Context: an optimization exercise on an open-source flow, tuned for small area, a short achievable clock period and few clock cycles per item. The choices shown serve that exercise and are no tape-out recipe.
The RTL was checked by simulation tests, not by an equivalence proof against the original design.
Power figures rest on the tool's default switching activity, not on a simulated workload.

--- flow/design.v ---
`timescale 1ns/1ps
package dp_imm_pkg;
  typedef logic [64-1:0] word_t;
  typedef logic [31:0] inst_t;
  typedef logic [$clog2(32)-1:0] prn_t;   
  typedef logic [6-1:0] inst_id_t;   
endpackage
`timescale 1ns/1ps
module issue_fsm (
  input  logic                     fu,
  input  logic                     rst,
  input  logic                     issue,
  input  dp_imm_pkg::inst_t        inst,
  input  dp_imm_pkg::word_t        pc,
  input  dp_imm_pkg::prn_t         src_prn,
  input  dp_imm_pkg::prn_t         dst_prn,
  output logic                     ready,
  input  logic [32-1:0]   rf_valid_nxt,   
  output logic                     x_vld,
  output logic                     x_we,
  output dp_imm_pkg::prn_t         x_dst,
  output logic [3:0]               x_hs,      
  output logic                     x_fwd,     
  output logic [32-1:0]   x_sel,     
  output logic [15:0]              x_imm,
  output logic                     x_adrp,
  output logic [20:0]              x_low,
  output logic                     x_incm,
  output logic                     x_decm,
  output logic                     x_incu,
  output logic                     x_decu,
  output logic [64-22:0]     x_hi
);
  localparam logic [8:0] MOVK_OP = 9'b111100101;   
  localparam logic [8:0] MOVZ_OP = 9'b110100101;
  localparam logic [4:0] ADR_OP  = 5'b10000;       
  logic        accept;
  logic        is_movk, is_movz, is_adr;
  logic        sel_r, sel_p;
  logic [20:0] imm21;
  logic        fwd;
  logic [32-1:0] rd_ok;
  logic [11:0] lo_r, lo_p;
  logic [10:0] u0_r, u0_p, u1_r, u1_p;
  logic [20:0] low_r, low_p;
  logic        c21_r, c21_p, c21;
  logic        inc, dec;
  logic        ones_mid, zeros_mid;
  assign ready  = 1'b1;
  assign accept = issue && !rst;
  assign is_movk = (inst[31:23] == MOVK_OP);
  assign is_movz = (inst[31:23] == MOVZ_OP);
  assign is_adr  = (inst[28:24] == ADR_OP);
  assign sel_r   = is_adr && !inst[31];
  assign sel_p   = is_adr && inst[31];
  assign imm21   = {inst[23:5], inst[30:29]};
  prefix_add #(.W(11)) add_lo_r (.a(pc[10:0]),  .b(imm21[10:0]),  .cin(1'b0), .s(lo_r));
  prefix_add #(.W(10)) add_u0_r (.a(pc[20:11]), .b(imm21[20:11]), .cin(1'b0), .s(u0_r));
  prefix_add #(.W(10)) add_u1_r (.a(pc[20:11]), .b(imm21[20:11]), .cin(1'b1), .s(u1_r));
  prefix_add #(.W(11)) add_lo_p (.a(pc[22:12]), .b(imm21[10:0]),  .cin(1'b0), .s(lo_p));
  prefix_add #(.W(10)) add_u0_p (.a(pc[32:23]), .b(imm21[20:11]), .cin(1'b0), .s(u0_p));
  prefix_add #(.W(10)) add_u1_p (.a(pc[32:23]), .b(imm21[20:11]), .cin(1'b1), .s(u1_p));
  assign low_r = {lo_r[11] ? u1_r[9:0] : u0_r[9:0], lo_r[10:0]};
  assign low_p = {lo_p[11] ? u1_p[9:0] : u0_p[9:0], lo_p[10:0]};
  assign c21_r = lo_r[11] ? u1_r[10] : u0_r[10];
  assign c21_p = lo_p[11] ? u1_p[10] : u0_p[10];
  assign c21   = (sel_r && c21_r) || (sel_p && c21_p);
  assign inc = c21 && !imm21[20];
  assign dec = is_adr && !c21 && imm21[20];
  assign ones_mid  = inst[31] || (&pc[32:21]);
  assign zeros_mid = inst[31] || !(|pc[32:21]);
  assign fwd = is_movk && x_vld && x_we && (src_prn == x_dst);
  always_comb begin
    for (int i = 0; i < 32; i++)
      rd_ok[i] = rf_valid_nxt[i] && !(x_vld && x_we && (x_dst == i));
  end
  always_ff @(posedge fu) begin
    if (rst)
      x_vld <= 1'b0;
    else
      x_vld <= accept;
  end
  always_ff @(posedge fu) begin
    x_we   <= is_movk || is_movz || is_adr;
    x_dst  <= dst_prn;
    x_hs   <= (is_movk || is_movz) ? (4'b0001 << inst[22:21]) : 4'b0000;
    x_fwd  <= fwd;
    x_imm  <= inst[20:5];
    x_adrp <= inst[31];
    x_low  <= ({21{sel_r}} & low_r) | ({21{sel_p}} & low_p);
    x_incm <= inc;
    x_decm <= dec;
    x_incu <= inc && ones_mid;
    x_decu <= dec && zeros_mid;
    x_hi   <= is_adr ? pc[64-1:21] : '0;
    for (int i = 0; i < 32; i++)
      x_sel[i] <= is_movk && (src_prn == i) && rd_ok[i];
  end
endmodule
module prefix_add #(
  parameter int W = 8
) (
  input  logic [W-1:0] a,
  input  logic [W-1:0] b,
  input  logic         cin,
  output logic [W:0]   s
);
  localparam int L = $clog2(W + 1);
  logic [W:0] g [L+1];
  logic [W:0] p [L+1];
  assign g[0] = {a & b, cin};
  assign p[0] = {a ^ b, 1'b0};
  for (genvar k = 0; k < L; k++) begin : level
    for (genvar i = 0; i <= W; i++) begin : bit_
      if (i >= (1 << k)) begin : merge
        assign g[k+1][i] = g[k][i] | (p[k][i] & g[k][i - (1 << k)]);
        assign p[k+1][i] = p[k][i] & p[k][i - (1 << k)];
      end else begin : pass
        assign g[k+1][i] = g[k][i];
        assign p[k+1][i] = p[k][i];
      end
    end
  end
  assign s = {g[L][W], p[0][W:1] ^ g[L][W-1:0]};
endmodule
`timescale 1ns/1ps
module inst_id_counter (
  input  logic                  fu,
  input  logic                  rst,
  input  logic                  done,
  output dp_imm_pkg::inst_id_t  done_id,
  output logic [15:0]           retired
);
  always_ff @(posedge fu) begin
    if (rst) begin
      done_id <= '0;
      retired <= '0;
    end else if (done) begin
      done_id <= done_id + 1'b1;   
      if (retired != '1)
        retired <= retired + 1'b1;   
    end
  end
endmodule
`timescale 1ns/1ps
module phys_reg_file (
  input  logic                     fu,
  input  logic                     rst,
  input  logic [32-1:0]   rd_sel,
  output dp_imm_pkg::word_t        rd_data,
  input  logic [32-1:0]   wr_en,      
  input  dp_imm_pkg::word_t        wr_data,
  output logic [32-1:0]   valid_nxt
);
  logic [32-1:0][64-1:0] regs;
  logic [32-1:0]               valid;
  assign valid_nxt = valid | wr_en;
  always_ff @(posedge fu) begin
    if (rst)
      valid <= '0;
    else
      valid <= valid_nxt;
  end
  always_ff @(posedge fu) begin
    for (int i = 0; i < 32; i++)
      if (wr_en[i])
        regs[i] <= wr_data;
  end
  always_comb begin
    rd_data = '0;
    for (int i = 0; i < 32; i++)
      rd_data = rd_data | ({64{rd_sel[i]}} & regs[i]);
  end
endmodule
`timescale 1ns/1ps
module dp_imm_fu (
  input  logic                     fu,
  input  logic                     rst,
  input  logic                     x_vld,
  input  logic                     x_we,
  input  dp_imm_pkg::prn_t         x_dst,
  input  logic [3:0]               x_hs,
  input  logic                     x_fwd,
  input  logic [15:0]              x_imm,
  input  logic                     x_adrp,
  input  logic [20:0]              x_low,
  input  logic                     x_incm,
  input  logic                     x_decm,
  input  logic                     x_incu,
  input  logic                     x_decu,
  input  logic [64-22:0]     x_hi,
  input  dp_imm_pkg::word_t        rf_data,    
  output logic                     done,
  output dp_imm_pkg::prn_t         done_prn,
  output logic                     done_we,
  output dp_imm_pkg::word_t        done_data,
  output logic                     cnt_en,                 
  output logic [32-1:0]   wr_en,                  
  output dp_imm_pkg::word_t        wr_data                 
);
  localparam int UW = 64 - 33;   
  logic              done_n;
  dp_imm_pkg::word_t wr_data_n;
  logic [11:0]       mid_ones, mid_zeros;   
  logic [UW-1:0]     up_ones, up_zeros;     
  logic [11:0]       mid;
  logic [UW-1:0]     up;
  dp_imm_pkg::word_t sum;
  dp_imm_pkg::word_t opnd;
  dp_imm_pkg::word_t result;
  always_comb begin
    mid_ones[0]  = 1'b1;
    mid_zeros[0] = 1'b1;
    for (int i = 1; i < 12; i++) begin
      mid_ones[i]  = mid_ones[i-1] && x_hi[i-1];
      mid_zeros[i] = mid_zeros[i-1] && !x_hi[i-1];
    end
    up_ones[0]  = 1'b1;
    up_zeros[0] = 1'b1;
    for (int i = 1; i < UW; i++) begin
      up_ones[i]  = up_ones[i-1] && x_hi[12+i-1];
      up_zeros[i] = up_zeros[i-1] && !x_hi[12+i-1];
    end
  end
  assign mid = x_hi[11:0] ^ (({12{x_incm}} & mid_ones) | ({12{x_decm}} & mid_zeros));
  assign up  = x_hi[42:12] ^ (({UW{x_incu}} & up_ones) | ({UW{x_decu}} & up_zeros));
  assign sum[64-1:33] = up;
  assign sum[32:21] = x_adrp ? x_low[20:9] : mid;
  assign sum[20:12] = x_adrp ? x_low[8:0]  : x_low[20:12];
  assign sum[11:0]  = x_adrp ? 12'b0       : x_low[11:0];
  assign opnd = rf_data | ({64{x_fwd}} & wr_data) | sum;
  always_comb begin
    for (int h = 0; h < 4; h++)
      result[16*h +: 16] = x_hs[h] ? x_imm : opnd[16*h +: 16];
  end
  assign cnt_en  = !done_n;
  assign wr_data = ~wr_data_n;
  always_ff @(posedge fu) begin
    if (rst) begin
      done   <= 1'b0;
      done_n <= 1'b1;
      wr_en  <= '0;
    end else begin
      done   <= x_vld;
      done_n <= !x_vld;
      for (int i = 0; i < 32; i++)
        wr_en[i] <= x_vld && x_we && (x_dst == i);
    end
  end
  always_ff @(posedge fu) begin
    done_prn  <= x_dst;
    done_we   <= x_we;
    done_data <= result;
    wr_data_n <= ~result;
  end
endmodule
`timescale 1ns/1ps
module dp_imm_slice (
  input  logic                  fu,
  input  logic                  rst,
  input  logic                  issue,
  input  dp_imm_pkg::inst_t     inst,
  input  dp_imm_pkg::word_t     pc,
  input  dp_imm_pkg::prn_t      src_prn,
  input  dp_imm_pkg::prn_t      dst_prn,
  output logic                  ready,
  output logic                  done,
  output dp_imm_pkg::inst_id_t  done_id,
  output dp_imm_pkg::prn_t      done_prn,
  output logic                  done_we,
  output dp_imm_pkg::word_t     done_data,
  output logic [15:0]           retired
);
  logic                    x_vld;
  logic                    x_we;
  dp_imm_pkg::prn_t        x_dst;
  logic [3:0]              x_hs;
  logic                    x_fwd;
  logic [32-1:0]  x_sel;
  logic [15:0]             x_imm;
  logic                    x_adrp;
  logic [20:0]             x_low;
  logic                    x_incm;
  logic                    x_decm;
  logic                    x_incu;
  logic                    x_decu;
  logic [64-22:0]    x_hi;
  logic [32-1:0]  rf_valid_nxt;
  dp_imm_pkg::word_t       rf_data;
  logic                    cnt_en;
  logic [32-1:0]  wr_en;
  dp_imm_pkg::word_t       wr_data;
  issue_fsm issue_fsm_inst (
    .fu(fu), .rst(rst), .issue(issue), .inst(inst), .pc(pc),
    .src_prn(src_prn), .dst_prn(dst_prn), .ready(ready),
    .rf_valid_nxt(rf_valid_nxt),
    .x_vld(x_vld), .x_we(x_we), .x_dst(x_dst), .x_hs(x_hs), .x_fwd(x_fwd),
    .x_sel(x_sel), .x_imm(x_imm), .x_adrp(x_adrp), .x_low(x_low),
    .x_incm(x_incm), .x_decm(x_decm), .x_incu(x_incu), .x_decu(x_decu),
    .x_hi(x_hi)
  );
  phys_reg_file phys_reg_file_inst (
    .fu(fu), .rst(rst), .rd_sel(x_sel), .rd_data(rf_data),
    .wr_en(wr_en), .wr_data(wr_data), .valid_nxt(rf_valid_nxt)
  );
  dp_imm_fu dp_imm_fu_inst (
    .fu(fu), .rst(rst), .x_vld(x_vld), .x_we(x_we), .x_dst(x_dst),
    .x_hs(x_hs), .x_fwd(x_fwd), .x_imm(x_imm), .x_adrp(x_adrp),
    .x_low(x_low), .x_incm(x_incm), .x_decm(x_decm), .x_incu(x_incu),
    .x_decu(x_decu), .x_hi(x_hi), .rf_data(rf_data),
    .done(done), .done_prn(done_prn), .done_we(done_we),
    .done_data(done_data), .cnt_en(cnt_en), .wr_en(wr_en), .wr_data(wr_data)
  );
  inst_id_counter inst_id_counter_inst (
    .fu(fu), .rst(rst), .done(cnt_en), .done_id(done_id), .retired(retired)
  );
endmodule
--- flow/run.sh ---
#!/bin/bash
# synth_recipe.tcl (not shown) runs the flow's synth.tcl, then flattens the netlist and writes it again
# the make line also repeats each setting of config.mk as NAME=value (left out here)
make -C /OpenROAD-flow-scripts/flow DESIGN_CONFIG=/design/flow/config.mk WORK_HOME=/design/flow/orfs CLKGATE_MAP_FILE= SYNTH_SCRIPT=/design/flow/synth_recipe.tcl finish
--- flow/config.mk ---
export PLATFORM = sky130hd
export DESIGN_NAME = dp_imm_slice
export DESIGN_NICKNAME = dp_imm_slice
export VERILOG_FILES = /design/flow/design.v
export SDC_FILE = /design/flow/constraint.sdc
export NUM_CORES = 4
export LEC_CHECK = 0
export CAP_MARGIN = 20
export CORE_MARGIN = 2
export CORE_UTILIZATION = 60
export CTS_CLUSTER_DIAMETER = 80
export CTS_CLUSTER_SIZE = 24
export SETUP_SLACK_MARGIN = 2.7
export SLEW_MARGIN = 20
--- flow/constraint.sdc ---
create_clock -name core_clock -period 5.0 [get_ports {fu}]
set_input_delay 1.0000 -clock core_clock [delete_from_list [all_inputs] [get_ports {fu}]]
set_output_delay 1.0000 -clock core_clock [all_outputs]
set_load 0.01 [all_outputs]
==> results.cfg, run 1 <==
[finish]
drive_gt1_frac = 0.173
synthToLayoutAreaGrowth_pct = 14.5
final_net_count = 5813
final_util = 0.692

[critical_path]
reg2reg_from = issue_fsm_inst.x_decu
cpPeakStageDelay_ns = 0.53
r2r_end = dp_imm_fu_inst.wr_data_n[63]
worst-path-buf-inv = 1
path_common_cell = or4_4
critPathArrivalTime_ns = 3.82
worst_setup_path_start_kind = register
worstSetupPathType = reg2reg
slowest_stage = or4b_4
cp-endpoint = dp_imm_fu_inst.wr_data_n[63]
cp_cell_sequence = or4b_4 > nor4_4 > buf_6 > nand4b_1 > or4_4 > or4_4 > mux2i_4 > xor2_4 > o22ai_1
rrSetupSlack_ns = 1.85
crit_required_ns = 5.67
rr_worst_depth = 9
path_delay_family = simple AND/OR/NAND/NOR gates
worstPathMaxFanout = 4
crit_cells = 9
cp-end-kind = register
startpoint = issue_fsm_inst.x_decu

[clock_network]
insertion_delay_ns = 0.80
cts_buffer_depth = 3
clkTransAtPathRegs_ns = 0.10
htreeDepth = 3
cts_root_buf = clkbuf_16
cts.sinks = 2399
cts_made_buffers = 116
cts_tree = yes

[power]
netSwitchingPower_mw = 6.82
p_sw_frac = 0.205
p_seq_frac = 0.646
power_frac_clock = 0.331
power.internal_mw = 26.5
power_density_nw_per_um2 = 335
peakVddDrop_v = 0.000304
power_frac_comb = 0.023
power.leakage_nw = 33.3
power_mw = 33.3

[timing]
timing.hold.ws_ns = 0.389
fin_crit_sh = 0.629
tightestPinTransition_ns = 1.39
finalHoldViolCount = 0
layout_min_cycle_time_ns = 3.15
max_freq_mhz = 318
finalSetupViolCount = 0
slew-limit-headroom = 0.0740
rsz0062_at_grt = true
setup_ws_ns = 1.85
tns_ns = 0
fin_skew_ns = 0.0418
maxSlewViolCount = 0

[logic_synthesis]
synthFlopType = edfxtp_1
syn_area_per_cell_um2 = 16.5
synth.area.top_cells = edfxtp_1 71%, dfxtp_1 8.1%, a22oi_1 4.4%
synth_edf_count = 2048
synth_cells = 5259
yosys.area.top_type = edfxtp_1
ys_types = 73
async_flop_share = 0
yosys_warnings = 10
ys_ff_latch = 2399
yosysSeqAreaShare = 0.790
syn_area_um2 = 86800
synth_fp_nets = 5416
synth_top_area_frac = 0.709

[grt]
grt_overflow = 0
grt_usage = 0.437
met3_usage = 0.115
use_met2 = 0.636
busiest_layer = met2
grt_max_degree = 59
grt_pass1_vias = 52630
grt_pass1_wl_um = 435000
antenna_found_initial = 21
grt_use_met1 = 0.612

[die]
die_x_um = 384
top_level_ports = 203
die_h_um = 384
dieArea_um2 = 148000
core-area_um2 = 144000
start_util = 0.604
rows = 139

[detailed_routing]
drcViolationCount = 0
vias = 57724
drt_wl_total_um = 330000
wl_per_cell_um = 43.0
ant_nets = 0
dr.pass1.iters = 17
vias_per_cell = 7.53
drtIter0Drc = 10577

[placed_design]
place_ws_ns = 0.628
gp_congestion = 0.878
port_buffers = 196
dp_hpwl_um = 167000

[status]
outcome = timing/DRC/antenna clean

[min_path]
min_from = issue_fsm_inst.x_we
hold_class = reg2reg

[run]
max-cap-violations = 0
-- placed cells by master (no fill, tap or decap), types with 116 or more instances in the layout --
cell type	count
dfxtp_1	238
edfxtp_1	2048
nand4_1	116
nor2_1	215
nand3_1	134
inv_1	145
buf_4	254
a22o_1	196
a22oi_1	503
a221oi_1	241
nand2_1	195
clkbuf_16	121
-- stage by stage --
stage	instances	instance area (µm²)
2_1_floorplan	5259	87100
3_3_place_gp	7221	91800
3_5_place_dp	7222	91900
4_1_cts	7598	98100
5_1_grt	7660	99400
6_report	7670	99400
-- cell families after synthesis --
| logic type | after synthesis | share of synthesized area |
|---|---|---|
| XOR/XNOR | 88 | 0.00888 |
| AND/OR/NAND/NOR | 921 | 0.0529 |
| buffers and inverters | 433 | 0.0188 |
| AO/OA/AOI/OAI | 1345 | 0.120 |
| flip-flops | 2399 | 0.790 |
| multiplexers | 24 | 0.00294 |
| adder cells (fa/ha/maj) | 48 | 0.00709 |
| other | 1 | 0.0000432 |
-- cell type report --
cell class                      count  area (µm²)
Antenna cell                       12        30.0
Clock buffer                      191        3320
Clock inverter                     26         262
Fill cell                        9609       44300
Inverter                          150         576
Multi-Input combinational cell   2427       18700
Sequential cell                  2399       68900
Tap cell                         1903        2380
Timing Repair Buffer              562        5290
-- sequential cells by signal, summed over array words and instances (netlist names), 6 cells and up --
register,flops
dp_imm_fu_inst.done_data,64
dp_imm_fu_inst.wr_data_n,64
dp_imm_fu_inst.wr_en,32
inst_id_counter_inst.done_id,6
inst_id_counter_inst.retired,16
issue_fsm_inst.x_hi,43
issue_fsm_inst.x_imm,16
issue_fsm_inst.x_low,21
issue_fsm_inst.x_sel,32
phys_reg_file_inst.regs,2048
phys_reg_file_inst.valid,32
-- worst min path at each step --
stage                              end  slack (ns)  cells past startpoint
2_1_floorplan   dp_imm_fu_inst.done_we        0.34                      0
3_3_place_gp    dp_imm_fu_inst.done_we        0.38                      0
3_5_place_dp    dp_imm_fu_inst.done_we        0.37                      0
4_1_cts        issue_fsm_inst.x_imm[2]        0.38                      1
5_1_grt         dp_imm_fu_inst.done_we        0.40                      0
6_report        dp_imm_fu_inst.done_we        0.39                      0
-- power by group through the flow --
| stage | clock [mW] | sequential (mW) | combinational, mW |
|---|---|---|---|
| floorplan | 0 | 22.0 | 0.349 |
| global placement | 0 | 22.0 | 0.625 |
| detailed placement | 0 | 22.0 | 0.635 |
| CTS | 11.0 | 21.5 | 0.700 |
| global route | 11.6 | 21.5 | 0.808 |
| finish | 11.0 | 21.5 | 0.762 |
-- Yosys cell counts (4+ instances only) --
cell type and n:
nor4_1 19, buf_1 104, a41o_1 4, and4_1 8, nand4_1 116, a21o_1 18
dfxtp_1 351, a22oi_1 503, and2_1 48, ha_1 46, or3_1 12, o31ai_1 4
edfxtp_1 2048, o2111ai_1 8, nor2_1 228, a221oi_1 251, and3_1 22, xor2_1 45
o21a_1 7, a221o_1 17, clkbuf_1 177, o211ai_1 6, or4_1 15, xnor2_1 43
a2111oi_0 35, nand4b_1 4, o22ai_1 29, a22o_1 196, a21oi_1 99, nor2b_1 33
nand2_1 209, o21bai_1 10, o41a_1 12, a211oi_1 4, nand3_1 138, nor3_1 31
nand2b_1 11, o41ai_1 28, mux2i_1 21, o21ai_0 78, a31oi_1 13, or2_2 5
inv_1 149
-- repair_timing --
action	in CTS	in global routing
hold buffers	0	0
buffers inserted	158	59
gates resized for setup	748	161
endpoints found under the setup margin	257	162
cloned	1	1
pin swaps	84	90
-- per-layer routing --
metal | wire length [µm] | part of all wire
met3 | 53200 | 0.16
met4 | 20800 | 0.063
met5 | 123 | 0.00037
met1 | 113000 | 0.34
met2 | 143000 | 0.43
Testbench counts, summed over its fixed seeds: cycles 12,016, items 12,000.
==> inputs of run 2 (changes only) <==
--- a/flow/design.v
+++ b/flow/design.v
@@ -29,7 +29,11 @@
   output logic                     x_decm,
   output logic                     x_incu,
   output logic                     x_decu,
-  output logic [64-22:0]     x_hi
+  output logic [64-22:0]     x_hi,
+  output logic [2:1]               x_mg1,
+  output logic [2:1]               x_mg0,
+  output logic [7:1]               x_ug1,
+  output logic [7:1]               x_ug0
 );
   localparam logic [8:0] MOVK_OP = 9'b111100101;   
   localparam logic [8:0] MOVZ_OP = 9'b110100101;
@@ -46,6 +50,8 @@
   logic        c21_r, c21_p, c21;
   logic        inc, dec;
   logic        ones_mid, zeros_mid;
+  logic [2:1]  mg1, mg0;
+  logic [7:1]  ug1, ug0;
   assign ready  = 1'b1;
   assign accept = issue && !rst;
   assign is_movk = (inst[31:23] == MOVK_OP);
@@ -69,6 +75,24 @@
   assign dec = is_adr && !c21 && imm21[20];
   assign ones_mid  = inst[31] || (&pc[32:21]);
   assign zeros_mid = inst[31] || !(|pc[32:21]);
+  always_comb begin
+    for (int g = 1; g < 3; g++) begin
+      mg1[g] = 1'b1;
+      mg0[g] = 1'b1;
+      for (int j = 0; j < 4*g; j++) begin
+        mg1[g] = mg1[g] && pc[21+j];
+        mg0[g] = mg0[g] && !pc[21+j];
+      end
+    end
+    for (int g = 1; g < 8; g++) begin
+      ug1[g] = 1'b1;
+      ug0[g] = 1'b1;
+      for (int j = 0; j < 4*g; j++) begin
+        ug1[g] = ug1[g] && pc[33+j];
+        ug0[g] = ug0[g] && !pc[33+j];
+      end
+    end
+  end
   assign fwd = is_movk && x_vld && x_we && (src_prn == x_dst);
   always_comb begin
     for (int i = 0; i < 32; i++)
@@ -93,6 +117,10 @@
     x_incu <= inc && ones_mid;
     x_decu <= dec && zeros_mid;
     x_hi   <= is_adr ? pc[64-1:21] : '0;
+    x_mg1  <= mg1;
+    x_mg0  <= mg0;
+    x_ug1  <= ug1;
+    x_ug0  <= ug0;
     for (int i = 0; i < 32; i++)
       x_sel[i] <= is_movk && (src_prn == i) && rd_ok[i];
   end
@@ -189,6 +217,10 @@
   input  logic                     x_incu,
   input  logic                     x_decu,
   input  logic [64-22:0]     x_hi,
+  input  logic [2:1]               x_mg1,
+  input  logic [2:1]               x_mg0,
+  input  logic [7:1]               x_ug1,
+  input  logic [7:1]               x_ug0,
   input  dp_imm_pkg::word_t        rf_data,    
   output logic                     done,
   output dp_imm_pkg::prn_t         done_prn,
@@ -209,17 +241,21 @@
   dp_imm_pkg::word_t opnd;
   dp_imm_pkg::word_t result;
   always_comb begin
-    mid_ones[0]  = 1'b1;
-    mid_zeros[0] = 1'b1;
-    for (int i = 1; i < 12; i++) begin
-      mid_ones[i]  = mid_ones[i-1] && x_hi[i-1];
-      mid_zeros[i] = mid_zeros[i-1] && !x_hi[i-1];
+    for (int i = 0; i < 12; i++) begin
+      mid_ones[i]  = (i < 4) ? 1'b1 : x_mg1[i/4];
+      mid_zeros[i] = (i < 4) ? 1'b1 : x_mg0[i/4];
+      for (int j = 4*(i/4); j < i; j++) begin
+        mid_ones[i]  = mid_ones[i] && x_hi[j];
+        mid_zeros[i] = mid_zeros[i] && !x_hi[j];
+      end
     end
-    up_ones[0]  = 1'b1;
-    up_zeros[0] = 1'b1;
-    for (int i = 1; i < UW; i++) begin
-      up_ones[i]  = up_ones[i-1] && x_hi[12+i-1];
-      up_zeros[i] = up_zeros[i-1] && !x_hi[12+i-1];
+    for (int i = 0; i < UW; i++) begin
+      up_ones[i]  = (i < 4) ? 1'b1 : x_ug1[i/4];
+      up_zeros[i] = (i < 4) ? 1'b1 : x_ug0[i/4];
+      for (int j = 4*(i/4); j < i; j++) begin
+        up_ones[i]  = up_ones[i] && x_hi[12+j];
+        up_zeros[i] = up_zeros[i] && !x_hi[12+j];
+      end
     end
   end
   assign mid = x_hi[11:0] ^ (({12{x_incm}} & mid_ones) | ({12{x_decm}} & mid_zeros));
@@ -285,6 +321,10 @@
   logic                    x_incu;
   logic                    x_decu;
   logic [64-22:0]    x_hi;
+  logic [2:1]              x_mg1;
+  logic [2:1]              x_mg0;
+  logic [7:1]              x_ug1;
+  logic [7:1]              x_ug0;
   logic [32-1:0]  rf_valid_nxt;
   dp_imm_pkg::word_t       rf_data;
   logic                    cnt_en;
@@ -297,7 +337,7 @@
     .x_vld(x_vld), .x_we(x_we), .x_dst(x_dst), .x_hs(x_hs), .x_fwd(x_fwd),
     .x_sel(x_sel), .x_imm(x_imm), .x_adrp(x_adrp), .x_low(x_low),
     .x_incm(x_incm), .x_decm(x_decm), .x_incu(x_incu), .x_decu(x_decu),
-    .x_hi(x_hi)
+    .x_hi(x_hi), .x_mg1(x_mg1), .x_mg0(x_mg0), .x_ug1(x_ug1), .x_ug0(x_ug0)
   );
   phys_reg_file phys_reg_file_inst (
     .fu(fu), .rst(rst), .rd_sel(x_sel), .rd_data(rf_data),
@@ -307,7 +347,8 @@
     .fu(fu), .rst(rst), .x_vld(x_vld), .x_we(x_we), .x_dst(x_dst),
     .x_hs(x_hs), .x_fwd(x_fwd), .x_imm(x_imm), .x_adrp(x_adrp),
     .x_low(x_low), .x_incm(x_incm), .x_decm(x_decm), .x_incu(x_incu),
-    .x_decu(x_decu), .x_hi(x_hi), .rf_data(rf_data),
+    .x_decu(x_decu), .x_hi(x_hi), .x_mg1(x_mg1), .x_mg0(x_mg0),
+    .x_ug1(x_ug1), .x_ug0(x_ug0), .rf_data(rf_data),
     .done(done), .done_prn(done_prn), .done_we(done_we),
     .done_data(done_data), .cnt_en(cnt_en), .wr_en(wr_en), .wr_data(wr_data)
   );
==> results.cfg, run 2 <==
[logic_synthesis]
yosys_warnings = 10
yosys.area.top_type = edfxtp_1
synth_cells = 5233
synthFlopType = edfxtp_1
synth.area.top_cells = edfxtp_1 71%, dfxtp_1 8.5%, a22oi_1 4.1%
synth_edf_count = 2048
synth_common_cells = 2048 x edfxtp_1, 478 x a22oi_1, 369 x dfxtp_1
syn_area_per_cell_um2 = 16.6
yosysSeqAreaShare = 0.792
async_flop_share = 0
yosysMostFrequentCell = edfxtp_1
synth_top_area_frac = 0.707
synth_fp_nets = 5390
syn_area_um2 = 86900
ys_ff_latch = 2417
ys_types = 74

[grt]
grt_usage = 0.438
grt_pass1_vias = 51328
grt_max_degree = 66
grt_pass1_wl_um = 434000
antenna_found_initial = 22
grt_overflow = 0

[die]
top_level_ports = 203
core-area_um2 = 144000
die_h_um = 385
rows = 139
dieArea_um2 = 148000
start_util = 0.605
die_x_um = 385

[critical_path]
rr_worst_depth = 3
crit_required_ns = 5.71
critPathArrivalTime_ns = 3.14
cp-end-kind = register
cp-endpoint = dp_imm_fu_inst.wr_en[27]
worstSetupPathType = reg2reg
worst_setup_path_start_kind = register
rrSetupSlack_ns = 2.58
worstPathMaxFanout = 17
startpoint = issue_fsm_inst.x_we
reg2reg_from = issue_fsm_inst.x_we
r2r_end = dp_imm_fu_inst.wr_en[27]

[detailed_routing]
vias = 56823
dr.pass1.iters = 17
wl_per_cell_um = 43.1
drcViolationCount = 0
drt_wl_total_um = 330000
vias_per_cell = 7.42
drtIter0Drc = 10565
ant_nets = 0

[clock_network]
cts.sinks = 2417
cts_made_buffers = 115
cts_tree = yes
cts_root_buf = clkbuf_16
htreeDepth = 3
insertion_delay_ns = 0.80
clkTransAtPathRegs_ns = 0.10
cts_buffer_depth = 3
hold_buffers = 0

[finish]
drive_gt1_frac = 0.166
synthToLayoutAreaGrowth_pct = 13.9
final_area_um2 = 99000
layout_commonest_cell = edfxtp_1
reg.largest.list = phys_reg_file_inst.regs x2048, dp_imm_fu_inst.done_data x64, dp_imm_fu_inst.wr_data_n x64
mostFrequentLayoutCells = 2048 x edfxtp_1, 478 x a22oi_1, 268 x dfxtp_1
max_flop_register = phys_reg_file_inst.regs
multi_input_area_um2 = 17800
largest_reg_flops = 2048
instances_no_fill = 7653
final_net_count = 5786
regArea_um2 = 69200
fillerInstances = 9598

[timing]
max_freq_mhz = 413
rsz0062_at_grt = true
fin_crit_sh = 0.485
tightestPinTransition_ns = 1.29
slew-limit-headroom = 0.140
maxSlewViolCount = 0
fin_skew_ns = 0.0315
timing.hold.ws_ns = 0.366
tns_ns = 0
finalSetupViolCount = 0
layout_min_cycle_time_ns = 2.42
finalHoldViolCount = 0

[placed_design]
dp_hpwl_um = 168000
dpl_cell_area_um2 = 91900
port_buffers = 196
place_inst = 7195
gp_congestion = 0.878

[power]
power.leakage_nw = 33.1
peakVddDrop_v = 0.000320
power_density_nw_per_um2 = 338
power_mw = 33.5

[run]
max-cap-violations = 0

[min_path]
hold_class = in2reg

[status]
outcome = timing/DRC/antenna clean
run 2: changes by cell type after synthesis, sizes merged, moves of 16 or more:
| cell | change |
|---|---|
| dfxtp | +18 |
| nand2 | -41 |
| a221oi | +16 |
| o41ai | -20 |
| nand4 | +26 |
| nor2b | -21 |
| a22o | +26 |
| nor4 | +23 |
| o21ai | +26 |
| a21o | +17 |
| a22oi | -25 |
| o22ai | -17 |
run 2: logic make-up after synthesis:
group	count (synthesis)	share of synthesized area
buffers and inverters	444	0.0195
adders and majority gates	48	0.00708
AOI/OAI and AO/OA	1335	0.119
xor gates and xnor gates	97	0.00977
other	1	0.0000431
DFF	2417	0.792
muxes	21	0.00245
and+or+nand+nor	870	0.0500
run 2: power by group:
part | switching (mW) | internal, mW
combinational | 0.443 | 0.327
clock | 6.28 | 4.78
sequential | 0.0700 | 21.6
run 2: worst min-delay path by stage:
stage / cells past startpoint / slack [ns] / endpoint / start
global route: 1 / 0.34 / issue_fsm_inst.x_imm[10] / inst[15]
detailed placement: 0 / 0.40 / dp_imm_fu_inst.done_prn[4] / issue_fsm_inst.x_dst[4]
finish: 1 / 0.37 / issue_fsm_inst.x_imm[0] / inst[5]
global placement: 0 / 0.40 / dp_imm_fu_inst.done_prn[4] / issue_fsm_inst.x_dst[4]
floorplan: 0 / 0.34 / dp_imm_fu_inst.done_we / issue_fsm_inst.x_we
CTS: 1 / 0.37 / issue_fsm_inst.x_imm[3] / inst[8]
run 2: layout make-up:
type / count / share of cell area
timing repair buffer: 559 / 0.0547
tap: 1903 / 0.0240
clock buffer: 195 / 0.0340
antenna: 19 / 0.000480
sequential: 2417 / 0.699
clock inverter: 24 / 0.00245
multi-input combinational: 2373 / 0.179
inverter: 163 / 0.00629
run 2: timing repair:
| item | in CTS | in global routing |
|---|---|---|
| cloned | 3 | 3 |
| pin swaps | 53 | 90 |
| resized for setup | 730 | 201 |
| endpoints found under the setup margin | 267 | 115 |
| setup buffers | 142 | 71 |
run 2: layer usage:
layer	vias to the layer above	part of all wire	wire [µm]	track usage
li1	21805	-	-	-
met1	28798	0.34	111000	0.594
met2	5231	0.44	144000	0.644
met3	971	0.15	51000	0.115
met4	18	0.074	24600	0.260
met5	-	0.00039	129	0
run 2: worst max-delay path, stage by stage (launching register included):
cell	delay, ns
dfxtp_1	0.61
and3_1	0.89
nand2b_1	0.61
nor2_1	0.24
run 2: through the flow:
| step | util | setup slack (ns) |
|---|---|---|
| CTS | 0.679 | 2.63 |
| global placement | 0.640 | 1.01 |
| global route | 0.689 | 2.51 |
| detailed placement | 0.640 | 1.01 |
| floorplan | - | 2.08 |
| finish | 0.689 | 2.58 |
Testbench counts of run 2, summed over its fixed seeds: cycles 12,016, items 12,000.
==> inputs of run 3 (changes only) <==
--- a/flow/config.mk
+++ b/flow/config.mk
@@ -5,10 +5,10 @@
 export SDC_FILE = /design/flow/constraint.sdc
 export NUM_CORES = 4
 export LEC_CHECK = 0
-export CAP_MARGIN = 20
+export CAP_MARGIN = 10
 export CORE_MARGIN = 2
 export CORE_UTILIZATION = 60
 export CTS_CLUSTER_DIAMETER = 80
 export CTS_CLUSTER_SIZE = 24
 export SETUP_SLACK_MARGIN = 2.7
-export SLEW_MARGIN = 20
+export SLEW_MARGIN = 10
==> results.cfg, run 3 <==
[status]
outcome = timing/DRC/antenna clean

[power]
power_frac_clock = 0.334
netSwitchingPower_mw = 6.87
peakVddDrop_v = 0.000424
power_density_nw_per_um2 = 340
power_frac_comb = 0.023
p_sw_frac = 0.204
power.leakage_nw = 33.1
power.internal_mw = 26.8
p_seq_frac = 0.643

[logic_synthesis]
async_flop_share = 0
yosysMostFrequentCell = edfxtp_1
synth_common_cells = 2048 x edfxtp_1, 478 x a22oi_1, 369 x dfxtp_1
ys_ff_latch = 2417
synth_top_area_frac = 0.707
syn_area_um2 = 86900
synth.area.top_cells = edfxtp_1 71%, dfxtp_1 8.5%, a22oi_1 4.1%
yosys.area.top_type = edfxtp_1
ys_types = 74
synth_fp_nets = 5390
synth_cells = 5233
synth_edf_count = 2048
synthFlopType = edfxtp_1
syn_area_per_cell_um2 = 16.6
yosys_warnings = 10
yosysSeqAreaShare = 0.792

[clock_network]
cts.sinks = 2417
insertion_delay_ns = 0.81
htreeDepth = 3
cts_buffer_depth = 3
clkTransAtPathRegs_ns = 0.10
cts_tree = yes
cts_made_buffers = 117
cts_root_buf = clkbuf_16

[finish]
drive_gt1_frac = 0.165
max_flop_register = phys_reg_file_inst.regs
largest_reg_flops = 2048
final_net_count = 5784
synthToLayoutAreaGrowth_pct = 14.0
mostFrequentLayoutCells = 2048 x edfxtp_1, 478 x a22oi_1, 268 x dfxtp_1
reg.largest.list = phys_reg_file_inst.regs x2048, dp_imm_fu_inst.done_data x64, dp_imm_fu_inst.wr_data_n x64
layout_commonest_cell = edfxtp_1

[placed_design]
gp_congestion = 0.878
dp_hpwl_um = 168000
port_buffers = 196

[critical_path]
worstSetupPathType = reg2reg
critPathArrivalTime_ns = 3.12
worstPathMaxFanout = 17
cp-end-kind = register
worst_setup_path_start_kind = register
crit_required_ns = 5.71

[timing]
maxSlewViolCount = 0
tns_ns = 0
fin_skew_ns = 0.0339
slew-limit-headroom = 0.125
tightestPinTransition_ns = 1.31
finalHoldViolCount = 0
rsz0062_at_grt = true
layout_min_cycle_time_ns = 2.41
fin_crit_sh = 0.482
max_freq_mhz = 415
finalSetupViolCount = 0
timing.hold.ws_ns = 0.349

[run]
max-cap-violations = 0

[grt]
grt_usage = 0.440
antenna_found_initial = 14
grt_max_degree = 66
grt_overflow = 0
grt_pass1_wl_um = 435000
grt_pass1_vias = 51078

[die]
top_level_ports = 203
dieArea_um2 = 148000
die_h_um = 385
core-area_um2 = 144000
start_util = 0.605
die_x_um = 385
rows = 139

[min_path]
hold_class = in2reg

[detailed_routing]
drtIter0Drc = 11017
drcViolationCount = 0
dr.pass1.iters = 19
wl_per_cell_um = 43.3
vias = 56907
vias_per_cell = 7.44
drt_wl_total_um = 331000
ant_nets = 0
-- run 3: cell counts after synthesis --
No cell type changed its count.
-- run 3: timing repair --
action / in CTS / in global routing
pin swaps: 56 / 71
endpoints found under the setup margin: 268 / 104
gates resized for setup: 719 / 188
buffers inserted: 134 / 76
hold buffers: 0 / 0
gates cloned: 5 / 2
-- run 3: worst max-delay path, stage by stage (launching register included) --
cell	delay (ns)
dfxtp_1	0.67
and3_1	0.83
nand2b_1	0.57
nor2_1	0.25
-- run 3: kinds of logic after synthesis --
logic type,share of synthesized area
other,0.0000431
AOI/OAI and AO/OA,0.119
buffers and inverters,0.0195
xor gates and xnor gates,0.00977
muxes,0.00245
DFF,0.792
and+or+nand+nor,0.0500
adders and majority gates,0.00708
-- run 3: path summary, 6_finish.rpt --
check / from / endpoint / slack (ns) / depth (start not counted)
min reg2reg: issue_fsm_inst.x_dst[4] / dp_imm_fu_inst.done_prn[4] / 0.43 / 0
min: inst[9] / issue_fsm_inst.x_imm[4] / 0.35 / 1
max reg2reg: issue_fsm_inst.x_we / dp_imm_fu_inst.wr_en[27] / 2.59 / 3
max: issue_fsm_inst.x_we / dp_imm_fu_inst.wr_en[27] / 2.59 / 3
-- run 3: metal layers --
layer | global-route usage | vias up | wire, µm
met2 | 0.652 | 5094 | 145000
met4 | 0.264 | 24 | 25500
met3 | 0.104 | 1000 | 48500
met5 | 0 | - | 157
met1 | 0.599 | 28970 | 112000
li1 | - | 21819 | -
-- run 3: cell type report --
cell class | instances | area, µm²
Multi-Input combinational cell | 2373 | 17700
Antenna cell | 14 | 35.0
Sequential cell | 2417 | 69200
Tap cell | 1903 | 2380
Fill cell | 9622 | 44600
Timing Repair Buffer | 555 | 5420
Clock buffer | 194 | 3410
Clock inverter | 30 | 305
Inverter | 163 | 623
-- run 3: power groups by stage --
| stage | sequential [mW] | clock, mW | combinational [mW] |
|---|---|---|---|
| floorplan | 22.1 | 0 | 0.354 |
| global placement | 22.1 | 0 | 0.627 |
| detailed placement | 22.1 | 0 | 0.631 |
| CTS | 21.6 | 11.2 | 0.694 |
| global route | 21.6 | 11.9 | 0.811 |
| finish | 21.6 | 11.2 | 0.764 |
-- run 3: stage by stage --
stage | instance area (µm²) | total power [mW] | std cells | setup WS (ns) | util
after floorplan | 87200 | 22.5 | 5233 | 2.08 | -
after global placement | 91900 | 22.7 | 7194 | 1.01 | 0.640
after detailed placement | 91900 | 22.7 | 7194 | 0.993 | 0.640
after CTS | 97700 | 33.5 | 7557 | 2.63 | 0.680
after global routing | 99000 | 34.3 | 7635 | 2.58 | 0.689
final | 99100 | 33.7 | 7649 | 2.59 | 0.690
==> inputs of run 4 (changes only) <==
==> flow/config.mk (replaced) <==
export PLATFORM = sky130hd
export DESIGN_NAME = dp_imm_slice
export DESIGN_NICKNAME = dp_imm_slice
export VERILOG_FILES = /design/flow/design.v
export SDC_FILE = /design/flow/constraint.sdc
export NUM_CORES = 4
export LEC_CHECK = 0
export CAP_MARGIN = 20
export CORE_MARGIN = 2
export CORE_UTILIZATION = 64
export CTS_CLUSTER_DIAMETER = 80
export CTS_CLUSTER_SIZE = 24
export SETUP_SLACK_MARGIN = 2.6
export SLEW_MARGIN = 20
==> results.cfg, run 4 <==
[logic_synthesis]
ys_types = 74
synth.area.top_cells = edfxtp_1 71%, dfxtp_1 8.5%, a22oi_1 4.1%
synth_top_area_frac = 0.707
synth_cells = 5233
synth_common_cells = 2048 x edfxtp_1, 478 x a22oi_1, 369 x dfxtp_1
syn_area_per_cell_um2 = 16.6
syn_area_um2 = 86900
synth_edf_count = 2048
yosys_warnings = 10
yosys.area.top_type = edfxtp_1
yosysSeqAreaShare = 0.792
synth_fp_nets = 5390
synthFlopType = edfxtp_1
yosysMostFrequentCell = edfxtp_1
async_flop_share = 0
ys_ff_latch = 2417

[placed_design]
place_ws_ns = 1.02
place_inst = 7070
gp_congestion = 0.870
dpl_cell_area_um2 = 91600
dp_hpwl_um = 163000
port_buffers = 196

[finish]
reg.largest.list = phys_reg_file_inst.regs x2048, dp_imm_fu_inst.done_data x64, dp_imm_fu_inst.wr_data_n x64
final_util = 0.725
instances_no_fill = 7469
synthToLayoutAreaGrowth_pct = 12.6
layout_commonest_cell = edfxtp_1
final_net_count = 5727
mostFrequentLayoutCells = 2048 x edfxtp_1, 478 x a22oi_1, 274 x dfxtp_1
final_area_um2 = 97900
max_flop_register = phys_reg_file_inst.regs
fillerInstances = 8545
drive_gt1_frac = 0.134
largest_reg_flops = 2048

[grt]
grt_overflow = 0
grt_usage = 0.455
antenna_found_initial = 21
grt_pass1_vias = 51870
grt_pass1_wl_um = 423000
grt_max_degree = 55

[timing]
fin_skew_ns = 0.0647
finalSetupViolCount = 0
finalHoldViolCount = 0
fin_crit_sh = 0.502
rsz0062_at_grt = true
slew-limit-headroom = 0.162
tns_ns = 0
setup_ws_ns = 2.49
maxSlewViolCount = 0
layout_min_cycle_time_ns = 2.51
timing.hold.ws_ns = 0.347
max_freq_mhz = 399
tightestPinTransition_ns = 1.26

[critical_path]
cp_cell_sequence = buf_12 > a22o_1 > a221oi_1 > nand4_1 > a2111oi_4 > nand4_1 > o21ai_0 > inv_1
cp-endpoint = dp_imm_fu_inst.done_data[56]
worstSetupPathType = reg2reg
crit_required_ns = 5.66
r2r_end = dp_imm_fu_inst.done_data[56]
rrSetupSlack_ns = 2.49
slowest_stage = a2111oi_4
crit_cells = 8
rr_worst_depth = 8
startpoint = issue_fsm_inst.x_sel[10]
critPathArrivalTime_ns = 3.17
worst_setup_path_start_kind = register
reg2reg_from = issue_fsm_inst.x_sel[10]
cp-end-kind = register
path_delay_family = compound AO/OA/AOI/OAI gates
worst-path-buf-inv = 2
path_common_cell = nand4_1
cpPeakStageDelay_ns = 0.44
worstPathMaxFanout = 39

[die]
dieArea_um2 = 139000
core-area_um2 = 135000
die_x_um = 373
die_h_um = 373
start_util = 0.643
rows = 135
top_level_ports = 203

[detailed_routing]
drcViolationCount = 0
highest_layer = met5
drtIter0Drc = 11660
vias_per_cell = 7.62
wl_per_cell_um = 43.1
vias = 56890
met1Wirelength_um = 104000
ant_nets = 0
dr.pass1.iters = 8
wl_met2_um = 139000
drt_wl_total_um = 322000
route.met3.wl_um = 53800

[min_path]
hold_class = in2reg

[power]
power_frac_comb = 0.023
power_density_nw_per_um2 = 340
power_mw = 33.3
peakVddDrop_v = 0.000406
p_sw_frac = 0.203
power_frac_clock = 0.327
power.leakage_nw = 32.5
p_seq_frac = 0.650
power.internal_mw = 26.6
netSwitchingPower_mw = 6.76

[status]
outcome = timing/DRC/antenna clean

[clock_network]
cts_root_buf = clkbuf_16
cts_buffer_depth = 3
cts_made_buffers = 114
cts.sinks = 2417
insertion_delay_ns = 0.83
cts_tree = yes
htreeDepth = 3
clkTransAtPathRegs_ns = 0.09

[run]
max-cap-violations = 0
[run 4: cell counts after synthesis]
No cell type changed its count.
[run 4: power by group through the flow]
stage	sequential [mW]	clock [mW]	combinational, mW
after global routing	21.6	11.5	0.811
after floorplan	22.1	0	0.352
after CTS	21.6	10.8	0.687
after global placement	22.1	0	0.622
after detailed placement	22.1	0	0.630
final	21.6	10.9	0.765
[run 4: what timing repair did]
item	CTS	global route
resized for setup	423	187
hold buffers	0	0
pin swaps	38	42
cloned	0	1
buffers inserted	96	67
endpoints found under the setup margin	248	131
[run 4: area by class of cell]
class | instances | area, µm² | share of cell area
diodes | 17 | 42.5 | 0.000434
well taps | 1781 | 2230 | 0.0228
clock inverters | 18 | 214 | 0.00218
clock buffers | 199 | 3300 | 0.0337
repair buffers | 502 | 4880 | 0.0499
flip-flops and latches | 2417 | 69200 | 0.706
multi-input cells | 2372 | 17500 | 0.178
inverters | 163 | 614 | 0.00627
[run 4: worst min path at each step]
stage / from / to / cells past startpoint
3_3_place_gp: issue_fsm_inst.x_dst[4] / dp_imm_fu_inst.done_prn[4] / 0
3_5_place_dp: issue_fsm_inst.x_dst[4] / dp_imm_fu_inst.done_prn[4] / 0
4_1_cts: inst[9] / issue_fsm_inst.x_imm[4] / 1
2_1_floorplan: issue_fsm_inst.x_we / dp_imm_fu_inst.done_we / 0
5_1_grt: inst[9] / issue_fsm_inst.x_imm[4] / 1
6_report: inst[9] / issue_fsm_inst.x_imm[4] / 1
[run 4: per-layer routing]
layer	up-vias	track usage
met4	24	0.283
li1	21692	-
met5	-	0
met2	5584	0.662
met1	28466	0.611
met3	1124	0.130
[run 4: kinds of logic after synthesis]
logic type               after synthesis  synth area share
XOR/XNOR                              97           0.00977
multiplexers                          21           0.00245
buffers and inverters                444            0.0195
adder cells (fa/ha/maj)               48           0.00708
AO/OA/AOI/OAI                       1335             0.119
AND/OR/NAND/NOR                      870            0.0500
other                                  1         0.0000431
flip-flops                          2417             0.792
==> inputs of run 5 (changes only) <==
--- a/flow/design.v
+++ b/flow/design.v
@@ -17,7 +17,7 @@
   output logic                     ready,
   input  logic [32-1:0]   rf_valid_nxt,   
   output logic                     x_vld,
-  output logic                     x_we,
+  output logic                     x_we,      
   output dp_imm_pkg::prn_t         x_dst,
   output logic [3:0]               x_hs,      
   output logic                     x_fwd,     
@@ -93,19 +93,21 @@
       end
     end
   end
-  assign fwd = is_movk && x_vld && x_we && (src_prn == x_dst);
+  assign fwd = is_movk && x_we && (src_prn == x_dst);
   always_comb begin
     for (int i = 0; i < 32; i++)
-      rd_ok[i] = rf_valid_nxt[i] && !(x_vld && x_we && (x_dst == i));
+      rd_ok[i] = rf_valid_nxt[i] && !(x_we && (x_dst == i));
   end
   always_ff @(posedge fu) begin
-    if (rst)
+    if (rst) begin
       x_vld <= 1'b0;
-    else
+      x_we  <= 1'b0;
+    end else begin
       x_vld <= accept;
+      x_we  <= accept && (is_movk || is_movz || is_adr);
+    end
   end
   always_ff @(posedge fu) begin
-    x_we   <= is_movk || is_movz || is_adr;
     x_dst  <= dst_prn;
     x_hs   <= (is_movk || is_movz) ? (4'b0001 << inst[22:21]) : 4'b0000;
     x_fwd  <= fwd;
@@ -280,7 +282,7 @@
       done   <= x_vld;
       done_n <= !x_vld;
       for (int i = 0; i < 32; i++)
-        wr_en[i] <= x_vld && x_we && (x_dst == i);
+        wr_en[i] <= x_we && (x_dst == i);
     end
   end
   always_ff @(posedge fu) begin
--- a/flow/config.mk
+++ b/flow/config.mk
@@ -7,8 +7,8 @@
 export LEC_CHECK = 0
 export CAP_MARGIN = 20
 export CORE_MARGIN = 2
-export CORE_UTILIZATION = 64
+export CORE_UTILIZATION = 60
 export CTS_CLUSTER_DIAMETER = 80
 export CTS_CLUSTER_SIZE = 24
-export SETUP_SLACK_MARGIN = 2.6
+export SETUP_SLACK_MARGIN = 2.8
 export SLEW_MARGIN = 20
==> results.cfg, run 5 <==
[critical_path]
critPathArrivalTime_ns = 3.09
worstPathMaxFanout = 3
crit_required_ns = 5.66
worstSetupPathType = in2reg
cpPeakStageDelay_ns = 0.26
cp-end-kind = register
slowest_stage = xnor2_1
cp_cell_sequence = buf_8 > ha_4 > a211oi_4 > o211ai_1 > and2_4 > buf_6 > a211oi_4 > a21oi_2 > a31oi_4 > o21bai_1 > xnor2_1 > o211ai_1
worst_setup_path_start_kind = input port

[clock_network]
htreeDepth = 3
cts_made_buffers = 116
cts.sinks = 2417
cts_root_buf = clkbuf_16
cts_buffer_depth = 3
clkTransAtPathRegs_ns = 0.09
insertion_delay_ns = 0.79
cts_tree = yes

[finish]
multi_input_area_um2 = 18300
reg.largest.list = phys_reg_file_inst.regs x2048, dp_imm_fu_inst.done_data x64, dp_imm_fu_inst.wr_data_n x64
final_net_count = 5884
instances_no_fill = 7754
drive_gt1_frac = 0.201
regArea_um2 = 69200
fillerInstances = 9392
largest_reg_flops = 2048
synthToLayoutAreaGrowth_pct = 16.5
max_flop_register = phys_reg_file_inst.regs
mostFrequentLayoutCells = 2048 x edfxtp_1, 477 x a22oi_1, 288 x buf_4
layout_commonest_cell = edfxtp_1

[timing]
tightestPinTransition_ns = 1.28
rsz0062_at_grt = true
slew-limit-headroom = 0.147
max_freq_mhz = 411
timing.hold.ws_ns = 0.362
fin_crit_sh = 0.486
layout_min_cycle_time_ns = 2.43
tns_ns = 0
finalHoldViolCount = 0
fin_skew_ns = 0.0331
finalSetupViolCount = 0
maxSlewViolCount = 0

[die]
core-area_um2 = 144000
start_util = 0.604
die_h_um = 384
top_level_ports = 203
die_x_um = 384
rows = 139
dieArea_um2 = 148000

[grt]
grt_max_degree = 58
grt_overflow = 0
antenna_found_initial = 29
grt_usage = 0.452
grt_pass1_wl_um = 448000
grt_pass1_vias = 52389

[detailed_routing]
wl_per_cell_um = 43.5
drt_wl_total_um = 337000
dr.pass1.iters = 17
drtIter0Drc = 11922
met1Wirelength_um = 111000
ant_nets = 0
route.met3.wl_um = 53800
vias_per_cell = 7.46
vias = 57830
drcViolationCount = 0
wl_met2_um = 145000
highest_layer = met5

[logic_synthesis]
synth.area.top_cells = edfxtp_1 71%, dfxtp_1 8.5%, a22oi_1 4.2%
synth_cells = 5232
yosysSeqAreaShare = 0.793
synthFlopType = edfxtp_1
ys_ff_latch = 2417
syn_area_um2 = 86800
ys_types = 67
synth_fp_nets = 5389
yosys_warnings = 10
syn_area_per_cell_um2 = 16.6
synth_edf_count = 2048
async_flop_share = 0
yosys.area.top_type = edfxtp_1
synth_common_cells = 2048 x edfxtp_1, 486 x a22oi_1, 369 x dfxtp_1
synth_top_area_frac = 0.708
yosysMostFrequentCell = edfxtp_1

[power]
p_seq_frac = 0.645
netSwitchingPower_mw = 6.82
power_density_nw_per_um2 = 332
p_sw_frac = 0.203
power_mw = 33.5
power_frac_comb = 0.024
power_frac_clock = 0.331
power.leakage_nw = 38.5
power.internal_mw = 26.7
peakVddDrop_v = 0.000378

[placed_design]
gp_congestion = 0.856
port_buffers = 196
dp_hpwl_um = 173000
place_inst = 7217

[run]
max-cap-violations = 0

[min_path]
hold_class = in2reg

[status]
outcome = timing/DRC/antenna clean
-- run 5: critical path: cells and delay by family --
family | cells | cell delay (ns)
AOI/OAI and AO/OA | 7 | 1.14
xor gates and xnor gates | 1 | 0.26
adders and majority gates | 1 | 0.24
buffers and inverters | 2 | 0.22
and+or+nand+nor | 1 | 0.20
-- run 5: layer usage --
metal  vias up  GRT usage
li1      22010          -
met2      5550      0.654
met1     29193      0.608
met4        20      0.297
met5         -          0
met3      1057      0.123
-- run 5: worst paths after layout --
path,start,cells past startpoint,end,slack (ns)
max,pc[1],12,issue_fsm_inst.x_low[16],2.57
min reg2reg,issue_fsm_inst.x_dst[4],0,dp_imm_fu_inst.done_prn[4],0.43
min,inst[13],1,issue_fsm_inst.x_imm[8],0.36
max reg2reg,issue_fsm_inst.x_sel[10],8,dp_imm_fu_inst.done_data[52],2.72
-- run 5: power by group through the flow --
| stage | registers (mW) | logic [mW] | clock network, mW |
|---|---|---|---|
| after detailed placement | 22.1 | 0.640 | 0 |
| after global routing | 21.7 | 0.840 | 11.7 |
| after CTS | 21.6 | 0.732 | 11.1 |
| after global placement | 22.1 | 0.636 | 0 |
| after floorplan | 22.1 | 0.362 | 0 |
| final | 21.7 | 0.792 | 11.1 |
-- run 5: per-stage QoR --
| stage | utilization | cell area (µm²) | setup slack [ns] |
|---|---|---|---|
| after floorplan | - | 87200 | 2.04 |
| after global placement | 0.641 | 92100 | 0.998 |
| after detailed placement | 0.641 | 92100 | 0.971 |
| after CTS | 0.689 | 99000 | 2.53 |
| after global routing | 0.704 | 101000 | 2.48 |
| final | 0.704 | 101000 | 2.57 |
-- run 5: cell families (layout without fill, tap and decap cells) --
family | Yosys count | count (layout) | synth area share
buffers and inverters | 444 | 1039 | 0.0193
adders and majority gates | 48 | 48 | 0.00709
DFF | 2417 | 2417 | 0.793
AOI/OAI and AO/OA | 1345 | 1345 | 0.119
other | 1 | 25 | 0.0000432
and+or+nand+nor | 864 | 864 | 0.0499
xor gates and xnor gates | 95 | 95 | 0.00958
muxes | 18 | 18 | 0.00207
-- run 5: repair_timing --
action                                  4_1_cts  5_1_grt
gates resized for setup                     850      305
endpoints found under the setup margin      276      227
hold buffers                                  0        0
cloned                                        3        1
pin swaps                                    98      127
buffers inserted                            211       80
-- run 5: final cells by class --
| cell class | count | share of cell area |
|---|---|---|
| Inverter | 164 | 0.00625 |
| Antenna cell | 24 | 0.000594 |
| Multi-Input combinational cell | 2371 | 0.181 |
| Sequential cell | 2417 | 0.684 |
| Timing Repair inverter | 1 | 0.0000866 |
| Clock buffer | 196 | 0.0337 |
| Timing Repair Buffer | 656 | 0.0681 |
| Clock inverter | 22 | 0.00209 |
| Tap cell | 1903 | 0.0235 |
Testbench counts of run 5, summed over its fixed seeds: cycles 12,016, items 12,000.
==> inputs of run 6 (changes only) <==
--- a/flow/config.mk
+++ b/flow/config.mk
@@ -7,7 +7,7 @@
 export LEC_CHECK = 0
 export CAP_MARGIN = 20
 export CORE_MARGIN = 2
-export CORE_UTILIZATION = 60
+export CORE_UTILIZATION = 68
 export CTS_CLUSTER_DIAMETER = 80
 export CTS_CLUSTER_SIZE = 24
 export SETUP_SLACK_MARGIN = 2.8
==> results.cfg, run 6 <==
[min_path]
whs_path_depth = 1
min_from = inst[6]
hold_class = in2reg
holdPathEnd = issue_fsm_inst.x_imm[1]

[logic_synthesis]
synth_edf_count = 2048
yosysMostFrequentCell = edfxtp_1
ys_types = 67
synth_top_area_frac = 0.708
async_flop_share = 0
synth_cells = 5232
syn_area_um2 = 86800
syn_area_per_cell_um2 = 16.6
synth_fp_nets = 5389
yosys_warnings = 10
synth.area.top_cells = edfxtp_1 71%, dfxtp_1 8.5%, a22oi_1 4.2%
synthFlopType = edfxtp_1
yosys.area.top_type = edfxtp_1
yosysSeqAreaShare = 0.793
synth_common_cells = 2048 x edfxtp_1, 486 x a22oi_1, 369 x dfxtp_1
ys_ff_latch = 2417

[detailed_routing]
vias_per_cell = 7.80
wl_per_cell_um = 43.5
ant_nets = 0
vias = 58108
dr.pass1.iters = 7
drcViolationCount = 0
drtIter0Drc = 11961
drt_wl_total_um = 324000

[placed_design]
port_buffers = 196
place_inst = 6958
dp_hpwl_um = 162000
dpl_cell_area_um2 = 91700
gp_congestion = 0.879
place_ws_ns = 0.982

[critical_path]
cpPeakStageDelay_ns = 0.51
cp-end-kind = register
worstSetupPathType = in2reg
worst_setup_path_start_kind = input port
path_common_cell = o21a_1
slowest_stage = or4b_1
rr_worst_depth = 10
critPathArrivalTime_ns = 3.24
cp_cell_sequence = buf_8 > ha_4 > nand2_4 > o21a_1 > o21a_1 > a21o_4 > buf_12 > a211oi_4 > nand2b_4 > a21oi_2 > or4b_1 > o211ai_1
reg2reg_from = issue_fsm_inst.x_sel[1]
crit_required_ns = 5.69
worstPathMaxFanout = 4
r2r_end = dp_imm_fu_inst.done_data[7]
rrSetupSlack_ns = 2.62

[finish]
instances_no_fill = 7451
reg.largest.list = phys_reg_file_inst.regs x2048, dp_imm_fu_inst.done_data x64, dp_imm_fu_inst.wr_data_n x64
final_net_count = 5833
mostFrequentLayoutCells = 2048 x edfxtp_1, 482 x a22oi_1, 273 x buf_4
fillerInstances = 6971
final_area_um2 = 100000
synthToLayoutAreaGrowth_pct = 15.2
layout_commonest_cell = edfxtp_1
max_flop_register = phys_reg_file_inst.regs
drive_gt1_frac = 0.187
largest_reg_flops = 2048

[grt]
grt_usage = 0.488
grt_pass1_wl_um = 429000
antenna_found_initial = 16
grt_max_degree = 66
grt_pass1_vias = 52517
grt_overflow = 0

[clock_network]
cts.sinks = 2417
cts_made_buffers = 112
htreeDepth = 3
hold_buffers = 0
insertion_delay_ns = 0.80
clkTransAtPathRegs_ns = 0.09
cts_buffer_depth = 3
cts_tree = yes
cts_root_buf = clkbuf_16

[timing]
slew-limit-headroom = 0.136
fin_crit_sh = 0.510
setup_ws_ns = 2.45
tns_ns = 0
maxSlewViolCount = 0
fin_skew_ns = 0.0422
layout_min_cycle_time_ns = 2.55
max_freq_mhz = 392
tightestPinTransition_ns = 1.29
finalHoldViolCount = 0
finalSetupViolCount = 0
timing.hold.ws_ns = 0.359
rsz0062_at_grt = true

[run]
max-cap-violations = 0

[die]
die_x_um = 361
dieArea_um2 = 131000
rows = 131
start_util = 0.683
core-area_um2 = 127000
top_level_ports = 203
die_h_um = 361

[power]
peakVddDrop_v = 0.000323
power_density_nw_per_um2 = 331
power.leakage_nw = 38.0

[status]
outcome = timing/DRC/antenna clean
## run 6: cells by family after synthesis
kind of cell    after synthesis  synth area share
compound gates             1345             0.119
xor+xnor                     95           0.00958
fa+ha+maj                    48           0.00709
buf+inv                     444            0.0193
flops                      2417             0.793
mux                          18           0.00207
other cells                   1         0.0000432
simple gates                864            0.0499
## run 6: how the worst max path moves through the flow
stage                         from                  endpoint  slack [ns]  cells past startpoint
after floorplan           inst[30]     issue_fsm_inst.x_decu        2.04                     10
after global placement    inst[30]     issue_fsm_inst.x_decu        1.01                     11
after detailed placement  inst[30]     issue_fsm_inst.x_decu        0.98                     11
after CTS                   pc[13]     issue_fsm_inst.x_decu        2.46                     11
after global routing        pc[16]  issue_fsm_inst.x_low[16]        2.40                     12
final                       pc[22]  issue_fsm_inst.x_low[16]        2.45                     12
## run 6: power breakdown
part / switching, mW / total, mW / leakage (nW) / internal, mW
clock network: 6.13 / 10.6 / 1.60 / 4.46
registers: 0.0756 / 21.6 / 26.1 / 21.6
logic: 0.455 / 0.818 / 10.3 / 0.363
total: 6.66 / 33.1 / 38.0 / 26.4
## run 6: layout make-up
cell class | instances | area [µm²] | area share
well taps | 1662 | 2080 | 0.0208
repair inverters | 1 | 8.76 | 0.0000876
diodes | 16 | 40.0 | 0.000400
flip-flops and latches | 2417 | 69300 | 0.692
inverters | 164 | 632 | 0.00632
clock inverters | 11 | 108 | 0.00108
clock buffers | 200 | 3240 | 0.0324
multi-input cells | 2371 | 18100 | 0.181
repair buffers | 609 | 6530 | 0.0653
## run 6: worst max-delay path, delay by kind of cell
family,cells,cell delay [ns]
AND/OR/NAND/NOR,3,0.75
buffers and inverters,2,0.24
AO/OA/AOI/OAI,6,0.96
adder cells (fa/ha/maj),1,0.29
## run 6: stage by stage
| step | utilization | total power, mW |
|---|---|---|
| after floorplan | - | 22.5 |
| after global placement | 0.721 | 22.7 |
| after detailed placement | 0.721 | 22.7 |
| after CTS | 0.770 | 32.8 |
| after global routing | 0.786 | 33.7 |
| final | 0.786 | 33.1 |
## run 6: timing repair
item	in CTS	in global routing
endpoints found under the hold margin	0	0
buffers inserted	169	89
cloned	7	1
gates resized for setup	806	296
setup endpoints to repair	300	233
pin swaps	73	117
## run 6: metal layers
metal | routed length (µm) | share of wire | up-vias | track usage
met2 | 137000 | 0.42 | 6388 | 0.698
met5 | 211 | 0.00065 | - | 0
met1 | 99200 | 0.31 | 28396 | 0.640
met3 | 58100 | 0.18 | 1409 | 0.159
li1 | - | - | 21891 | -
met4 | 29800 | 0.092 | 24 | 0.345
==> inputs of run 7 (changes only) <==
==> flow/flow/run.sh (new file) <==
#!/bin/bash
# The standard layout (the standard.sh, standard synthesis included),
# with the input and output port buffers made of buf_4 cells instead of the
# delay cells buffer_ports picks by default. ORFS writes each step's log
# under orfs/logs; make's own output goes to standard_flow.log.
set -euo pipefail
export BUFFER_PORTS_ARGS="-buffer_cell sky130_fd_sc_hd__buf_4"
bash standard.sh > standard_flow.log 2>&1
==> flow/standard.sh (new file) <==
#!/bin/bash
# synth_recipe.tcl (not shown) runs the flow's synth.tcl, then flattens the netlist and writes it again
# the make line also repeats each setting of config.mk as NAME=value (left out here)
make -C /OpenROAD-flow-scripts/flow DESIGN_CONFIG=/design/flow/config.mk WORK_HOME=/design/flow/orfs CLKGATE_MAP_FILE= SYNTH_SCRIPT=/design/flow/synth_recipe.tcl "${@:-finish}"
--- a/flow/config.mk
+++ b/flow/config.mk
@@ -7,7 +7,7 @@
 export LEC_CHECK = 0
 export CAP_MARGIN = 20
 export CORE_MARGIN = 2
-export CORE_UTILIZATION = 68
+export CORE_UTILIZATION = 60
 export CTS_CLUSTER_DIAMETER = 80
 export CTS_CLUSTER_SIZE = 24
 export SETUP_SLACK_MARGIN = 2.8
removed: flow/run.sh
==> results.cfg, run 7 <==
[logic_synthesis]
synth_cells = 5232
yosys_warnings = 10
synth_common_cells = 2048 x edfxtp_1, 486 x a22oi_1, 369 x dfxtp_1
ys_types = 67
yosysSeqAreaShare = 0.793
synth_top_area_frac = 0.708
synth_edf_count = 2048
async_flop_share = 0
ys_ff_latch = 2417
yosys.area.top_type = edfxtp_1
synthFlopType = edfxtp_1
syn_area_per_cell_um2 = 16.6

[placed_design]
dp_hpwl_um = 169000
dpl_cell_area_um2 = 91700

[critical_path]
worst_setup_path_start_kind = input port
cp_cell_sequence = buf_12 > ha_4 > a211oi_4 > o21ai_2 > a31oi_4 > a21o_4 > a21oi_4 > a221o_1 > a221oi_2 > o32a_2 > and4b_1
crit_required_ns = 5.73
cp-end-kind = register
worstPathMaxFanout = 5
critPathArrivalTime_ns = 3.29
cpPeakStageDelay_ns = 0.41
slowest_stage = a221o_1

[detailed_routing]
drt_wl_total_um = 339000
drtIter0Drc = 10581
vias = 57547
wl_per_cell_um = 44.1
drcViolationCount = 0
vias_per_cell = 7.49

[finish]
max_flop_register = phys_reg_file_inst.regs
mostFrequentLayoutCells = 2048 x edfxtp_1, 480 x a22oi_1, 341 x buf_4
drive_gt1_frac = 0.200
largest_reg_flops = 2048
final_net_count = 5812
final_util = 0.697
fillerInstances = 9551
layout_commonest_cell = edfxtp_1
final_area_um2 = 100000
regArea_um2 = 69300
synthToLayoutAreaGrowth_pct = 15.3
multi_input_area_um2 = 17800

[die]
rows = 139
dieArea_um2 = 148000
die_x_um = 384
core-area_um2 = 144000
top_level_ports = 203

[timing]
slew-limit-headroom = 0.177
finalSetupViolCount = 0
max_freq_mhz = 391
tns_ns = 0
fin_crit_sh = 0.511
maxSlewViolCount = 0
rsz0062_at_grt = true
fin_skew_ns = 0.0202
layout_min_cycle_time_ns = 2.56

[power]
power.leakage_nw = 38.1
power_density_nw_per_um2 = 336
peakVddDrop_v = 0.000377

[grt]
grt_max_degree = 59
grt_usage = 0.451
grt_pass1_vias = 51926
antenna_found_initial = 19
grt_pass1_wl_um = 445000

[clock_network]
cts.sinks = 2417
cts_root_buf = clkbuf_16
clkTransAtPathRegs_ns = 0.09
cts_buffer_depth = 3
cts_made_buffers = 116
insertion_delay_ns = 0.80

[min_path]
hold_class = in2reg

[run]
max-cap-violations = 0

[status]
outcome = timing/DRC/antenna clean
-- run 7: cell count changes in the layout (fill, tap and decap cells not counted), sizes merged --
cell           before  now
dlygate4sd2        16    0
dlymetal6s2s        1    0
bufinv              1    5
clkdlybuf4s15       4    0
clkbuf            204  198
clkdlybuf4s50      53    0
inv               164  177
diode              16   19
buf               526  574
clkinvlp            2    3
-- run 7: power by group --
group	total (mW)	internal [mW]	switching [mW]
Clock	11.3	4.92	6.36
Sequential	21.6	21.6	0.0738
Combinational	0.723	0.297	0.425
Total	33.6	26.8	6.86
-- run 7: cell type report --
type	instances	share of cell area
inverters	164	0.00631
clock inverters	29	0.00316
repair inverters	1	0.0000875
well taps	1903	0.0238
repair buffers	584	0.0630
clock buffers	193	0.0338
multi-input cells	2371	0.177
flip-flops and latches	2417	0.692
diodes	19	0.000475
-- run 7: metal layers --
layer  share of wire  vias to the layer above  track usage
li1                -                    21851            -
met1            0.33                    29126        0.598
met2            0.43                     5381        0.658
met3            0.15                     1171        0.123
met4           0.085                       18        0.302
met5         0.00039                        -            0
-- run 7: path summary, 6_finish.rpt --
kind	from	to	cells after the start	slack, ns
worst max-delay path	pc[13]	issue_fsm_inst.x_decu	11	2.44
worst min-delay path	dst_prn[1]	issue_fsm_inst.x_dst[1]	1	0.31
worst max register to register	issue_fsm_inst.x_sel[16]	dp_imm_fu_inst.done_data[46]	8	2.65
worst min register to register	issue_fsm_inst.x_we	dp_imm_fu_inst.done_we	0	0.43
-- run 7: worst max-delay path: cells and delay by family --
kind	cells	cell delay, ns
AO/OA/AOI/OAI	8	1.76
adder cells (fa/ha/maj)	1	0.24
buffers and inverters	1	0.11
AND/OR/NAND/NOR	1	0.18
-- run 7: logic make-up (layout without fill, tap and decap cells) --
group / count (synthesis) / after routing / synth area share
AOI/OAI and AO/OA: 1345 / 1345 / 0.119
xor gates and xnor gates: 95 / 95 / 0.00958
adders and majority gates: 48 / 48 / 0.00709
buffers and inverters: 444 / 971 / 0.0193
DFF: 2417 / 2417 / 0.793
muxes: 18 / 18 / 0.00207
other: 1 / 20 / 0.0000432
and+or+nand+nor: 864 / 864 / 0.0499
-- run 7: what timing repair did --
item / CTS / global route
buffers inserted: 163 / 53
resized for setup: 315 / 201
gates cloned: 7 / 6
setup endpoints to repair: 244 / 222
pin swaps: 33 / 85
hold buffers: 0 / 0
hold endpoints to repair: 0 / 0
-- run 7: metrics by stage --
step | hold slack, ns | cells | setup slack (ns) | power, mW
final | 0.306 | 7681 | 2.44 | 33.6
after global routing | 0.288 | 7663 | 2.41 | 34.3
after CTS | 0.278 | 7603 | 2.44 | 33.5
after detailed placement | 0.413 | 7211 | 1.54 | 22.7
after global placement | 0.414 | 7210 | 1.60 | 22.7
after floorplan | 0.355 | 5232 | 2.04 | 22.5
